From an optimization exercise on the open Yosys and OpenROAD flow, aimed at small area; shortcuts taken in it are not production practice.
Only simulation tests tie the RTL to the original design; equivalence was not proved.
No activity file was given, so power comes from the tool's default toggle rates.

==> inputs of run a <==
## fetch_top
module fetch_top
(
    input   logic           clk,
    input   logic           rst,
    output  mem_pkg::addr_t          bmem_addr_o,
    output  logic           bmem_read_o,
    input   logic           bmem_ready_i,
    input   mem_pkg::addr_t          bmem_raddr_i,
    input   mem_pkg::beat_t          bmem_rdata_i,
    input   logic           bmem_rvalid_i,
    input   logic           redirect_i,
    input   mem_pkg::addr_t          redirect_pc_i,
    input   fetch_pkg::order_t         redirect_order_i,
    input   logic           inst_ren_i,
    output  logic           inst_valid_o,
    output  mem_pkg::addr_t          inst_pc_o,
    output  fetch_pkg::inst_t          inst_o,
    output  fetch_pkg::order_t         inst_order_o
);
==> module fetch_top, before the edit <==
module fetch_top
(
    input   logic           clk,
    input   logic           rst,
    output  mem_pkg::addr_t          bmem_addr_o,
    output  logic           bmem_read_o,
    input   logic           bmem_ready_i,
    input   mem_pkg::addr_t          bmem_raddr_i,
    input   mem_pkg::beat_t          bmem_rdata_i,
    input   logic           bmem_rvalid_i,
    input   logic           redirect_i,
    input   mem_pkg::addr_t          redirect_pc_i,
    input   fetch_pkg::order_t         redirect_order_i,
    input   logic           inst_ren_i,
    output  logic           inst_valid_o,
    output  mem_pkg::addr_t          inst_pc_o,
    output  fetch_pkg::inst_t          inst_o,
    output  fetch_pkg::order_t         inst_order_o
);
    localparam logic [31:0] RST_PC = 32'hAAAAA000;
    logic [31:0]    hpc;         
    logic [63:0]    hord;        
    logic [3:0]     tpc;         
    logic           buf_valid;   
    logic [3:0]     hidx;
    logic           q_valid;
    logic           q_full;
    logic           advance;
    logic           do_deq;
    logic [31:5]    fline;       
    assign hidx    = hpc[5:2];
    assign q_valid = (tpc != hidx);
    assign q_full  = (tpc[2:0] == hidx[2:0]) && (tpc[3] != hidx[3]);
    assign advance = buf_valid && !q_full;
    assign do_deq  = inst_ren_i && q_valid;
    assign fline[31:6] = hpc[31:6] + {25'd0, hpc[5] & ~tpc[3]};
    assign fline[5]    = tpc[3];
    mem_pkg::fetch_state_e  state;
    logic [31:5]    addr_q;
    logic [1:0]     beat_cnt;
    logic           discard;
    logic           line_valid;
    logic           beat_match;
    logic           collect;
    logic           burst_done;
    assign bmem_read_o = (state == mem_pkg::FETCH_REQUEST);
    assign bmem_addr_o = {addr_q, 5'd0};
    assign collect    = (state == mem_pkg::FETCH_COLLECT);
    assign beat_match = bmem_rvalid_i && (bmem_raddr_i == {addr_q, 5'd0});
    assign burst_done = collect && beat_match && (beat_cnt == 2'd3);
    always_ff @(posedge clk) begin
        if (rst) begin
            state      <= mem_pkg::FETCH_IDLE;
            discard    <= 1'b0;
            line_valid <= 1'b0;
        end else begin
            line_valid <= 1'b0;
            unique case (state)
                mem_pkg::FETCH_IDLE: begin
                    if (!buf_valid && !line_valid && !redirect_i) begin
                        state <= mem_pkg::FETCH_REQUEST;
                    end
                end
                mem_pkg::FETCH_REQUEST: begin
                    if (bmem_ready_i) begin
                        state   <= mem_pkg::FETCH_COLLECT;
                        discard <= redirect_i;
                    end else if (redirect_i) begin
                        state <= mem_pkg::FETCH_IDLE;
                    end
                end
                mem_pkg::FETCH_COLLECT: begin
                    if (redirect_i) begin
                        discard <= 1'b1;
                    end
                    if (burst_done) begin
                        state      <= mem_pkg::FETCH_IDLE;
                        line_valid <= !discard && !redirect_i;
                    end
                end
                default: state <= mem_pkg::FETCH_IDLE;
            endcase
        end
    end
    always_ff @(posedge clk) begin
        if (bmem_read_o) begin
            beat_cnt <= 2'd0;
        end else if (collect && beat_match) begin
            beat_cnt <= beat_cnt + 2'd1;
        end
    end
    always_ff @(posedge clk) begin
        if (state == mem_pkg::FETCH_IDLE) begin
            addr_q <= fline;
        end
    end
    fetch_pkg::inst_t   store [16];
    always_ff @(posedge clk) begin
        if (collect && beat_match) begin
            store[{addr_q[5], beat_cnt, 1'b0}] <= bmem_rdata_i[31:0];
            store[{addr_q[5], beat_cnt, 1'b1}] <= bmem_rdata_i[63:32];
        end
    end
    assign inst_valid_o = q_valid;
    assign inst_pc_o    = hpc;
    assign inst_order_o = hord;
    assign inst_o       = store[hidx];
    always_ff @(posedge clk) begin
        if (rst) begin
            hpc  <= RST_PC;
            hord <= '0;
            tpc  <= RST_PC[5:2];
        end else if (redirect_i) begin
            hpc  <= redirect_pc_i;
            hord <= redirect_order_i;
            tpc  <= redirect_pc_i[5:2];
        end else begin
            if (do_deq) begin
                hpc  <= hpc + 32'd4;
                hord <= hord + 64'd1;
            end
            if (advance) begin
                tpc <= tpc + 4'd1;
            end
        end
    end
    always_ff @(posedge clk) begin
        if (rst || redirect_i) begin
            buf_valid <= 1'b0;
        end else if (line_valid) begin
            buf_valid <= 1'b1;
        end else if (advance && tpc[2:0] == 3'd7) begin
            buf_valid <= 1'b0;           
        end
    end
endmodule
clock: 5.0 ns
lec_check: 0
cap_margin: 20
core_margin: 2
core_utilization: 40
slew_margin: 20
run.sh (not shown) runs the stock make flow with config.mk's settings and CLKGATE_MAP_FILE= SYNTH_SCRIPT=/design/flow/synth_recipe.tcl, a recipe that flattens the netlist after the stock synthesis.
==> run b (differences from run a) <==
--- a/flow/design.v
+++ b/flow/design.v
@@ -114,6 +114,16 @@
     fetch_pkg::inst_t   store [16];
+    logic [1:0]     keep;        
+    logic [7:0]     wen;         
+    always_comb begin
+        for (int h = 0; h < 2; h++) begin
+            keep[h] = !(bmem_read_o && bmem_ready_i && addr_q[5] == 1'(h));
+        end
+        for (int g = 0; g < 8; g++) begin
+            wen[g] = collect && beat_match && ({addr_q[5], beat_cnt} == 3'(g));
+        end
+    end
     always_ff @(posedge clk) begin
-        if (collect && beat_match) begin
-            store[{addr_q[5], beat_cnt, 1'b0}] <= bmem_rdata_i[31:0];
-            store[{addr_q[5], beat_cnt, 1'b1}] <= bmem_rdata_i[63:32];
+        for (int w = 0; w < 16; w++) begin
+            store[w] <= (store[w] & {32{keep[w/8]}}) |
+                        ((w % 2 == 0 ? bmem_rdata_i[31:0] : bmem_rdata_i[63:32]) & {32{wen[w/2]}});
         end
@@ -123,3 +133,12 @@
     assign inst_order_o = hord;
-    assign inst_o       = store[hidx];
+    logic [15:0]    hsel;
+    always_comb begin
+        for (int i = 0; i < 16; i++) begin
+            hsel[i] = (hidx == 4'(i));
+        end
+        inst_o = '0;
+        for (int i = 0; i < 16; i++) begin
+            inst_o = inst_o | (store[i] & {32{hsel[i]}});
+        end
+    end
     always_ff @(posedge clk) begin
==> flow/flow/run.sh (new file) <==
#!/bin/bash
# The standard layout (standard.sh), with three changes:
#  - synthesis maps the logic with an area-oriented ABC script
#    (flow/abc_area.script) in place of ORFS's abc_speed.script; the rest of
#    the synthesis script is ORFS's own, unchanged, so the registers are
#    the standard synthesis's;
#  - the port buffers use the smallest buffer cell instead of the one
#    buffer_ports picks by itself (every port still gets its buffer);
#  - clock tree synthesis uses smaller clock buffers in smaller clusters and
#    no dummy loads.
set -euo pipefail
W="$PWD"
rm -rf "$W/scripts_abc"
cp -r "$FLOW_HOME/scripts" "$W/scripts_abc"
cp "$W/flow/abc_area.script" "$W/scripts_abc/abc_speed.script"
export BUFFER_PORTS_ARGS="-buffer_cell sky130_fd_sc_hd__buf_1"
export CTS_ARGS="-sink_clustering_enable -repair_clock_nets -dont_use_dummy_load -buf_list sky130_fd_sc_hd__clkbuf_8 -sink_clustering_size 15 -sink_clustering_max_diameter 50"
bash standard.sh SCRIPTS_DIR="$W/scripts_abc" synth > synth.log 2>&1
bash standard.sh > standard.log 2>&1
==> flow/flow/abc_area.script (new file) <==
&get -n
&st
&syn2
&dch
&nf -R 1000
&st
&syn2
&dch
&nf -R 1000
&st
&syn2
&dch
&nf -R 1000
&st
&dch
&nf -R 1000
&put
==> flow/standard.sh (new file) <==
#!/bin/bash
# synth_recipe.tcl (not shown) runs the flow's synth.tcl, then flattens the netlist and writes it again
# the make line also repeats each setting of config.mk as NAME=value (left out here)
make -C /OpenROAD-flow-scripts/flow DESIGN_CONFIG=/design/flow/config.mk WORK_HOME=/design/flow/orfs CLKGATE_MAP_FILE= SYNTH_SCRIPT=/design/flow/synth_recipe.tcl "${@:-finish}"
--- a/flow/config.mk
+++ b/flow/config.mk
@@ -9,3 +9,4 @@
 export CORE_MARGIN = 2
-export CORE_UTILIZATION = 40
+export CORE_UTILIZATION = 65
+export PLACE_DENSITY = 0.75
 export SLEW_MARGIN = 20
removed: flow/run.sh
==> run c (differences from run a) <==
--- a/flow/design.v
+++ b/flow/design.v
@@ -65,3 +65,3 @@
     assign collect    = (state == mem_pkg::FETCH_COLLECT);
-    assign beat_match = bmem_rvalid_i && (bmem_raddr_i == {addr_q, 5'd0});
+    assign beat_match = bmem_rvalid_i && (bmem_raddr_i[31:5] == addr_q);
     assign burst_done = collect && beat_match && (beat_cnt == 2'd3);
--- a/flow/config.mk
+++ b/flow/config.mk
@@ -7,5 +7,7 @@
 export LEC_CHECK = 0
-export CAP_MARGIN = 20
+export ABC_AREA = 1
+export CAP_MARGIN = 0
 export CORE_MARGIN = 2
 export CORE_UTILIZATION = 40
-export SLEW_MARGIN = 20
+export CTS_BUF_LIST = sky130_fd_sc_hd__clkbuf_4
+export SLEW_MARGIN = 0
==> qor summary <==
                                                                                       run c                      run a                     run b
Run status                                                                    finished clean             finished clean            finished clean
Crit Reg-Reg Startpoint                                                             state[0]                  addr_q[5]                  hord[16]
Period Utilization, post-route                                                         89.9%                      87.7%                     92.0%
Total clock buffers created by CTS                                                       170                         72                        53
Bufs and invs on worst path                                                                3                          2                         3
Power share of the clock group                                                         36.0%                      41.0%                     28.7%
Met2 wirelength from detailed routing                                                40.9 mm                    33.9 mm                   37.7 mm
Number of diodes                                                                          12                          6                        10
Largest fanout on the critical path                                                       58                         27                        20
Layout sequential cell count                                                             650                        650                       646
Via total after detailed routing                                                       22300                      15400                     22500
Global Route met1 Usage                                                                26.8%                      24.9%                     52.5%
Count of synthesis-stage warnings from yosys                                               1                          1                         2
Clk Latency, worst-skew pair                                                         0.98 ns                    0.61 ns                   0.68 ns
First-iteration detailed-routing DRC count                                              1504                       1101                      2914
Vertical die dimension                                                                276 um                     262 um                    197 um
Number of antenna violations at the first check in global routing                         20                         11                         8
Highest routing layer actually used                                                     met5                       met5                      met4
Multiplexer share of the synthesized area                                              4.32%                      14.4%                        0%
Min-Delay Startpoint                                                                     rst                    discard                   discard
#MultiIn Comb                                                                           1695                        820                      1532
Total of buffers placed on input and output ports                                        349                        354                       354
Leading cell type in the layout, fill and taps excluded            sky130_fd_sc_hd__edfxtp_1  sky130_fd_sc_hd__edfxtp_1  sky130_fd_sc_hd__dfxtp_1
Number of global-route vias before repair                                              22300                      16200                     21800

==> port drivers added, routing unchanged <==
No port has a modelled driver above. Below, the same layouts with a new extraction and two added sets of constraints. Step 1 sets driving cells, clkbuf_16 on the clock port and buf_2 on the other inputs (assumed; they add their load-dependent delay and slew). Step 2, shift: input delay + t, output delay - t, t = (earliest + latest rising clock arrival at the registers) / 2. This alone moves slack from input paths to output paths. Three values: ideal, step 1, step 2; two values: the first two.
run | shift t [ns] | slack for setup (ns) | slew at the worst register clock pin (ns) | worst slew at a driven data input, ns | pins driven straight from the clock port
run a | 0.663 | 0.614 / 0.551 / 1.191 | 0.06 / 0.06 | 0.11 | 1
run b | 0.698 | 0.401 / 0.346 / 0.813 | 0.10 / 0.10 | 0.15 | 1
run c | 1.003 | 0.504 / 0.445 / 0.908 | 0.08 / 0.08 | 0.14 | 1
After both steps setup and hold are still met in every run listed.
